Context: an optimization exercise on an open-source flow, tuned for small area. The choices shown serve that exercise and are no tape-out recipe. Power is estimated from default activity; no workload was simulated.

==> run X: inputs <==
==> flow/design.v <==
package dmem_pkg;
  localparam int WBUF_DEPTH_DEFAULT = 4;
endpackage
module wbuf_fifo #(
  parameter int DEPTH = 4,
  parameter int AW    = 6
) (
  input  logic          clk,
  input  logic          reset,
  input  logic          push,
  input  logic          pop,
  input  logic [AW-1:0] push_addr,
  input  logic [31:0]   push_data,
  output logic [3:0]    hit_sel,
  output logic [31:0]   ent_d0,
  output logic [31:0]   ent_d1,
  output logic [31:0]   ent_d2,
  output logic [31:0]   ent_d3,
  output logic [AW-1:0] head_addr,
  output logic [31:0]   retire_data,
  output logic [2:0]    count,
  output logic          full,
  output logic          empty
);
  logic [3:0][AW-1:0] ent_addr;
  logic [3:0][31:0]   ent_data;
  logic [1:0]         head;
  logic [1:0]         tail;
  logic [3:0]         live;
  logic [3:0]         match;
  assign full  = count[2];
  assign empty = (count == 3'd0);
  always_comb begin
    for (int k = 0; k < 4; k++) begin
      match[k]   = (ent_addr[k] == push_addr);
      hit_sel[k] = live[k] && match[k];
    end
  end
  assign ent_d0      = ent_data[0];
  assign ent_d1      = ent_data[1];
  assign ent_d2      = ent_data[2];
  assign ent_d3      = ent_data[3];
  assign head_addr   = ent_addr[head];
  assign retire_data = ent_data[head];
  always_ff @(posedge clk) begin
    if (reset) begin
      head  <= '0;
      tail  <= '0;
      count <= '0;
      live  <= '0;
    end else begin
      if (push) tail <= tail + 1'b1;
      if (pop)  head <= head + 1'b1;
      count <= count + 3'(push) - 3'(pop);
      for (int k = 0; k < 4; k++) begin
        if (push && 2'(k) == tail)     live[k] <= 1'b1;
        else if (pop && 2'(k) == head) live[k] <= 1'b0;
        else if (push && match[k])     live[k] <= 1'b0;
      end
    end
  end
  always_ff @(posedge clk) begin
    if (!reset && push) begin
      ent_addr[tail] <= push_addr;
      ent_data[tail] <= push_data;
    end
  end
endmodule
module dmem_wbuf #(
  parameter int    DEPTH     = 4,
  parameter int    AW        = 6,
  parameter        INIT_FILE = ""
) (
  input  logic                     clk,
  input  logic                     reset,
  input  logic                     memwrite,
  input  logic [31:0]              a,
  input  logic [31:0]              wd,
  output logic [31:0]              rd,
  output logic [$clog2(DEPTH):0]   count,
  output logic                     full,
  output logic                     empty
);
  logic [31:0]   mem [64];
  logic [5:0]    word;
  logic          retire;
  logic [3:0]    hit_sel;
  logic [31:0]   ent_d0, ent_d1, ent_d2, ent_d3;
  logic [5:0]    head_addr;
  logic [31:0]   retire_data;
  logic [63:0]   rsel_n;
  logic [31:0]   mem_rd;
  logic [31:0]   fwd_rd;
  assign word = a[7:2];
  assign retire = memwrite ? full : !empty;
  wbuf_fifo #(.DEPTH(4), .AW(6)) u_fifo (
    .clk         (clk),
    .reset       (reset),
    .push        (memwrite),
    .pop         (retire),
    .push_addr   (word),
    .push_data   (wd),
    .hit_sel     (hit_sel),
    .ent_d0      (ent_d0),
    .ent_d1      (ent_d1),
    .ent_d2      (ent_d2),
    .ent_d3      (ent_d3),
    .head_addr   (head_addr),
    .retire_data (retire_data),
    .count       (count),
    .full        (full),
    .empty       (empty)
  );
  always_ff @(posedge clk) begin
    if (!reset && retire) mem[head_addr] <= retire_data;
  end
  always_comb begin
    for (int i = 0; i < 64; i++) rsel_n[i] = (word != 6'(i));
    mem_rd = '1;
    for (int i = 0; i < 64; i++) mem_rd = mem_rd & ({32{rsel_n[i]}} | mem[i]);
  end
  assign fwd_rd = ({32{hit_sel[0]}} & ent_d0) | ({32{hit_sel[1]}} & ent_d1)
                | ({32{hit_sel[2]}} & ent_d2) | ({32{hit_sel[3]}} & ent_d3);
  assign rd = (hit_sel != 4'd0) ? fwd_rd : mem_rd;
endmodule
==> flow/run.sh <==
#!/bin/bash
# synth_recipe.tcl (not shown) runs the flow's synth.tcl, then flattens the netlist and writes it again
# the make line also repeats each setting of config.mk as NAME=value (left out here)
make -C /OpenROAD-flow-scripts/flow DESIGN_CONFIG=/design/flow/config.mk WORK_HOME=/design/flow/orfs CLKGATE_MAP_FILE= SYNTH_SCRIPT=/design/flow/synth_recipe.tcl finish
==> flow/config.mk <==
export PLATFORM = sky130hd
export DESIGN_NAME = dmem_wbuf
export DESIGN_NICKNAME = dmem_wbuf
export VERILOG_FILES = /design/flow/design.v
export SDC_FILE = /design/flow/constraint.sdc
export NUM_CORES = 8
export LEC_CHECK = 0
export CAP_MARGIN = 20
export CORE_MARGIN = 2
export CORE_UTILIZATION = 40
export SLEW_MARGIN = 20
==> flow/constraint.sdc <==
create_clock -name core_clock -period 6.0 [get_ports {clk}]
set_input_delay 1.2000 -clock core_clock [delete_from_list [all_inputs] [get_ports {clk}]]
set_output_delay 1.2000 -clock core_clock [all_outputs]
set_load 0.01 [all_outputs]
==> run D: changes against run X <==
--- a/flow/config.mk
+++ b/flow/config.mk
@@ -7,5 +7,7 @@
 export LEC_CHECK = 0
 export CAP_MARGIN = 20
 export CORE_MARGIN = 2
-export CORE_UTILIZATION = 40
+export CORE_UTILIZATION = 60
+export CTS_BUF_LIST = sky130_fd_sc_hd__clkbuf_8
+export CTS_CLUSTER_SIZE = 30
 export SLEW_MARGIN = 20
==> notes.md <==
item	run X	run D
Number of vias per cell after detailed routing	6.89	7.74
Max rail drop VDD	0.329 mV	0.340 mV
Final period util	1.03	1.00
Static Leakage	0.0329 uW	0.0332 uW
Proportion of final cell area spent on non-clock buffers	0.0750	0.0783
Post-route insts no fill	8713	7932
Floorplan die height	461 um	377 um
Count of inserted antenna diode cells	29	24
Total CTS buffers	217	361
Buffer and inverter count on the worst path	6	8
CTS H-Tree Depth	4	5
Placeable Area	0.207 mm2	0.138 mm2
Global-route usage over all layers	0.348	0.525
Sum of met3 wire segment lengths after detailed routing	66000 um	73500 um
Run status	finished with violations	finished with violations
Layout check failures	setup timing	setup timing
Overall power after layout	37100 uW	35500 uW
Final setup vio count	10	4
Worst-path cell with the longest stage delay	sky130_fd_sc_hd__or4_1	sky130_fd_sc_hd__clkdlybuf4s50_1
Worst reg-to-reg setup slack	2.18 ns	1.96 ns
Initial cell density of the core	0.403	0.606
Function was not checked in any run of this note: the RTL went through the layout flow alone.

-- static timing again, ports no longer ideal --
How much do the figures lean on ideal ports? The routed layouts below were timed once more, with nothing changed but the port constraints. Step 1 assumes that a clkbuf_16 drives the clock port and a buf_2 every other input. Step 2 times the ports against the registers' clock, not the clock port: input delays grow and output delays shrink by t, the midpoint of the rising clock arrivals with the driver on. Three values: ideal, step 1, step 2; two values: the first two.
run | t (ns) | setup WS [ns] | worst hold slack (ns) | worst setup path at the end | latest minus earliest clock arrival (ns)
run X | 0.978 | -0.152 / -0.185 / -0.185 | 0.531 / 0.531 / 0.531 | input to output | 0.081 / 0.081
run D | 1.133 | -0.016 / -0.047 / -0.047 | 0.545 / 0.545 / 0.545 | input to output | 0.068 / 0.068
For run X, which loses most, drivers alone change the setup slack by -0.033 ns; drivers and shift together by -0.033 ns.
